What follows belongs to an exercise in optimizing a design on an open flow for small area; a production flow would make more cautious choices. RTL that was checked went through simulation tests only; none was proved equivalent to the original. Power and IR drop assume default switching activity.

## sha256_msg_packer
module sha256_msg_packer (
  input  logic         clk_i,
  input  logic         rst_ni,
  input  logic         in_valid_i,
  input  logic [7:0]   in_data_i,
  input  logic         in_last_i,
  output logic         in_ready_o,
  input  logic         start_empty_i,
  output logic         msg_valid_o,
  output logic [5:0]   byte_valid_o,
  output logic [439:0] msg_word_o,
  input  logic         hash_done_i,
  input  logic [255:0] fin_hash_i,
  output logic         digest_valid_o,
  output logic [255:0] digest_o,
  output logic         busy_o
);
Size in the first run: roughly 1500 cells after synthesis, roughly 710 flip-flops, about 22000 µm² of cells after synthesis.
==> flow/config.mk <==
export PLATFORM = sky130hd
export DESIGN_NAME = sha256_msg_packer
export DESIGN_NICKNAME = sha256_msg_packer
export VERILOG_FILES = /design/flow/design.v
export SDC_FILE = /design/flow/constraint.sdc
export NUM_CORES = 4
export LEC_CHECK = 0
export CAP_MARGIN = 0
export CORE_AREA = 5 5 245 245
export DIE_AREA = 0 0 250 250
export SLEW_MARGIN = 0
export SYNTH_HIERARCHICAL = 1
export SYNTH_MINIMUM_KEEP_SIZE = 0
==> flow/constraint.sdc <==
create_clock -name core_clock -period 5.0 [get_ports {clk_i}]
set_input_delay 1.0000 -clock core_clock [delete_from_list [all_inputs] [get_ports {clk_i}]]
set_output_delay 1.0000 -clock core_clock [all_outputs]
set_load 0.01 [all_outputs]
standard.sh (not shown) runs the stock make flow with config.mk's settings and CLKGATE_MAP_FILE= SYNTH_SCRIPT=/design/flow/synth_recipe.tcl, a recipe that flattens the netlist after the stock synthesis.
==> flow/flow/run.sh <==
#!/bin/bash
# The standard layout, with every port buffered by the smallest buffer instead of the one
# buffer_ports picks by default, and a clock tree of small clusters without dummy loads.
set -euo pipefail
C=sky130_fd_sc_hd__clkbuf_
export BUFFER_PORTS_ARGS="-buffer_cell sky130_fd_sc_hd__buf_1"
export PLACE_PINS_ARGS="-min_distance 1 -min_distance_in_tracks"
export CTS_ARGS="-sink_clustering_enable -repair_clock_nets -dont_use_dummy_load -buf_list ${C}4 -root_buf ${C}4 -tree_buf ${C}4 -sink_clustering_buffer ${C}4 -sink_clustering_size 8 -sink_clustering_max_diameter 50"
bash standard.sh > standard.log 2>&1
Then changed:
==> flow/flow/run.sh (replaced) <==
#!/bin/bash
# The standard layout, with every port buffered by the smallest buffer instead of the one
# buffer_ports picks by default, and a clock tree of small clusters without dummy loads.
set -euo pipefail
C=sky130_fd_sc_hd__clkbuf_
export BUFFER_PORTS_ARGS="-buffer_cell sky130_fd_sc_hd__buf_1"
export CTS_ARGS="-sink_clustering_enable -repair_clock_nets -dont_use_dummy_load -buf_list ${C}8 -root_buf ${C}16 -tree_buf ${C}8 -sink_clustering_buffer ${C}4 -sink_clustering_size 8 -sink_clustering_max_diameter 50"
bash standard.sh > standard.log 2>&1
CAP_MARGIN = 20   (was 0)
CORE_AREA = 5 5 355 355   (was 5 5 245 245)
DIE_AREA = 0 0 360 360   (was 0 0 250 250)
SLEW_MARGIN = 20   (was 0)
=> Non-clock buffer count went up by 8; sequential share of layout area decreases by 2.6 points; worst setup slack gets better by 280 ps; critical path depth is higher by 4; final cell count rises by 26%; hold slack gets better by 130 ps.
Then changed:
--- a/flow/flow/run.sh
+++ b/flow/flow/run.sh
@@ -5,4 +5,5 @@
 C=sky130_fd_sc_hd__clkbuf_
 export BUFFER_PORTS_ARGS="-buffer_cell sky130_fd_sc_hd__buf_1"
+export PLACE_PINS_ARGS="-min_distance 1 -min_distance_in_tracks"
 export CTS_ARGS="-sink_clustering_enable -repair_clock_nets -dont_use_dummy_load -buf_list ${C}8 -root_buf ${C}16 -tree_buf ${C}8 -sink_clustering_buffer ${C}4 -sink_clustering_size 8 -sink_clustering_max_diameter 50"
 bash standard.sh > standard.log 2>&1
CORE_AREA = 5 5 245 245   (was 5 5 355 355)
DIE_AREA = 0 0 250 250   (was 0 0 360 360)
PLACE_DENSITY = 0.85   (was not set)
Sequential cell count stays the same.
Area after synthesis stays the same.
Register-to-register slack loses 120 ps.
Synthesized cell count stays the same.
Then changed:
==> flow/flow/run.sh (replaced) <==
#!/bin/bash
# The standard layout, with every port buffered by the smallest buffer instead of the one
# buffer_ports picks by default, and a clock tree of small clusters without dummy loads.
set -euo pipefail
C=sky130_fd_sc_hd__clkbuf_
export BUFFER_PORTS_ARGS="-buffer_cell sky130_fd_sc_hd__buf_1"
export PLACE_PINS_ARGS="-min_distance 1 -min_distance_in_tracks"
export CTS_ARGS="-sink_clustering_enable -repair_clock_nets -dont_use_dummy_load -buf_list ${C}4 -root_buf ${C}4 -tree_buf ${C}4 -sink_clustering_buffer ${C}4 -sink_clustering_size 8 -sink_clustering_max_diameter 50"
bash standard.sh > standard.log 2>&1
PLACE_DENSITY = not set   (was 0.85)
What happened: The new run went through all stages and came out clean. Design area goes down by about 1%. Non-clock buffer count drops by 4. Setup slack gets worse by 19 ps. Wire length increases by about 4.4%. Sequential cell count stays the same.
Then changed:
==> flow/flow/run.sh (replaced) <==
#!/bin/bash
# The standard layout, with every port buffered by the smallest buffer instead of the one
# buffer_ports picks by default, and a clock tree of small clusters without dummy loads.
set -euo pipefail
C=sky130_fd_sc_hd__clkbuf_
export BUFFER_PORTS_ARGS="-buffer_cell sky130_fd_sc_hd__buf_1"
export PLACE_PINS_ARGS="-min_distance 1 -min_distance_in_tracks"
export CTS_ARGS="-sink_clustering_enable -repair_clock_nets -dont_use_dummy_load -buf_list ${C}8 -root_buf ${C}16 -tree_buf ${C}8 -sink_clustering_buffer ${C}4 -sink_clustering_size 8 -sink_clustering_max_diameter 50"
bash standard.sh > standard.log 2>&1
CORE_AREA = 5 5 195 195   (was 5 5 245 245)
DIE_AREA = 0 0 200 200   (was 0 0 250 250)
What happened:
- total power went up by 0.90%
- final cell count fell by 8.8%
- utilization climbs by 29 points
- die area decreases by 36%
- synthesized cell count stays the same

========
sha256_msg_packer, a different RTL version from the one above (not shown whole).
Size: roughly 1600 cells after synthesis, ~710 flip-flops.
==> flow/design.v (excerpt) <==
module sha256_msg_packer (
  input  logic         clk_i,
  input  logic         rst_ni,
  input  logic         in_valid_i,
  input  logic [7:0]   in_data_i,
  input  logic         in_last_i,
  output logic         in_ready_o,
  input  logic         start_empty_i,
  output logic         msg_valid_o,
  output logic [5:0]   byte_valid_o,
  output logic [439:0] msg_word_o,
  input  logic         hash_done_i,
  input  logic [255:0] fin_hash_i,
  output logic         digest_valid_o,
  output logic [255:0] digest_o,
  output logic         busy_o
);
  localparam int unsigned MaxBytes = 55;
  typedef enum logic [2:0] {
    StIdle,
    StFill,
    StSend,
    StGap,
    StTerm,
    StWaitHash
  } state_e;
  state_e             state_q;
  logic [5:0]         cnt_q;
  logic               last_q;
  logic               in_ready_q;
  logic               msg_valid_q;
  logic               digest_valid_q;
  logic [255:0]       digest_q;
  logic               busy_q;
  logic [7:0]         buf_q [MaxBytes];
  logic               accept;
  logic [5:0]         cnt_inc;
  logic               chunk_full;
  logic [MaxBytes-1:0] wr;
  logic [MaxBytes-1:0] hold;
  always_comb begin
    accept     = in_valid_i & in_ready_q;
    cnt_inc    = cnt_q + 6'd1;
    chunk_full = (cnt_q == 6'(MaxBytes - 1));
    for (int k = 0; k < MaxBytes; k++) begin
      wr[k]   = accept & (cnt_q == 6'(k));
      hold[k] = in_ready_q & ~wr[k];
    end
  end
  logic [7:0] buf_d [MaxBytes];
  ...
export LEC_CHECK = 0
export CAP_MARGIN = 20
export CORE_AREA = 5 5 235 235
export DIE_AREA = 0 0 240 240
export SLEW_MARGIN = 20
export SYNTH_HIERARCHICAL = 1
export SYNTH_MINIMUM_KEEP_SIZE = 0
create_clock -name core_clock -period 5.0 [get_ports {clk_i}]
==> flow/flow/run.sh <==
#!/bin/bash
# The standard layout, with every port buffered by the smallest buffer instead of the one
# buffer_ports picks by default, and a clock tree of small clusters without dummy loads.
set -euo pipefail
C=sky130_fd_sc_hd__clkbuf_
export BUFFER_PORTS_ARGS="-buffer_cell sky130_fd_sc_hd__buf_1"
export CTS_ARGS="-sink_clustering_enable -repair_clock_nets -dont_use_dummy_load -buf_list ${C}8 -root_buf ${C}16 -tree_buf ${C}8 -sink_clustering_buffer ${C}4 -sink_clustering_size 16 -sink_clustering_max_diameter 40"
bash standard.sh > standard.log 2>&1
The starting point did not get past 3_2_place_iop.
Change:
==> flow/flow/run.sh (replaced) <==
#!/bin/bash
# The standard layout, with every port buffered by the smallest buffer instead of the one
# buffer_ports picks by default.
set -euo pipefail
export BUFFER_PORTS_ARGS="-buffer_cell sky130_fd_sc_hd__buf_1"
bash standard.sh > standard.log 2>&1
Settings changed: ABC_AREA set to 1, CORE_AREA 5 5 235 235 to 5 5 355 355, CTS_BUF_LIST set to sky130_fd_sc_hd__clkbuf_4, DIE_AREA 0 0 240 240 to 0 0 360 360.
=> Now the flow went through all stages and came out clean. Synthesized area rose by 8.2%. Synthesized cell count is higher by 88%.
No functional check of the RTL was part of any run of this note.

## what the ideal ports hide
How much do the figures lean on ideal ports? The routed layouts below were timed once more, with nothing changed but the port constraints.
Step 1 sets driving cells, clkbuf_16 on the clock port and buf_2 on the other inputs (assumed; they add their load-dependent delay and slew).
Step 2, shift: input delay + t, output delay - t, t = (earliest + latest rising clock arrival at the registers) / 2. This alone moves slack from input paths to output paths.
a / b / c = ideal / step 1 / step 2; a / b = the first two.
run | shift t [ns] | setup WS [ns] | worst setup path after step 2 | latest minus earliest clock arrival (ns) | worst slew at a driven data input, ns
the first run of note 1 | 0.877 | 1.809 / 1.758 / 1.786 | input to register | 0.107 / 0.107 | 0.13
the second run of note 1 | 0.678 | 2.093 / 2.093 / 1.658 | input to register | 0.071 / 0.071 | 0.15
the third run of note 1 | 0.627 | 1.828 / 1.765 / 1.792 | input to register | 0.091 / 0.091 | 0.14
the fourth run of note 1 | 0.877 | 1.809 / 1.758 / 1.786 | input to register | 0.107 / 0.107 | 0.13
the fifth run of note 1 | 0.605 | 1.846 / 1.846 / 1.770 | input to register | 0.039 / 0.039 | 0.13
the second run of note 2 | 1.174 | 1.929 / 1.870 / 1.712 | input to register | 0.081 / 0.080 | 0.13
After both steps setup and hold are still met in every run listed. For the second run of note 1, which loses most, drivers alone change the setup slack by 0.000 ns; drivers and shift together by -0.435 ns.
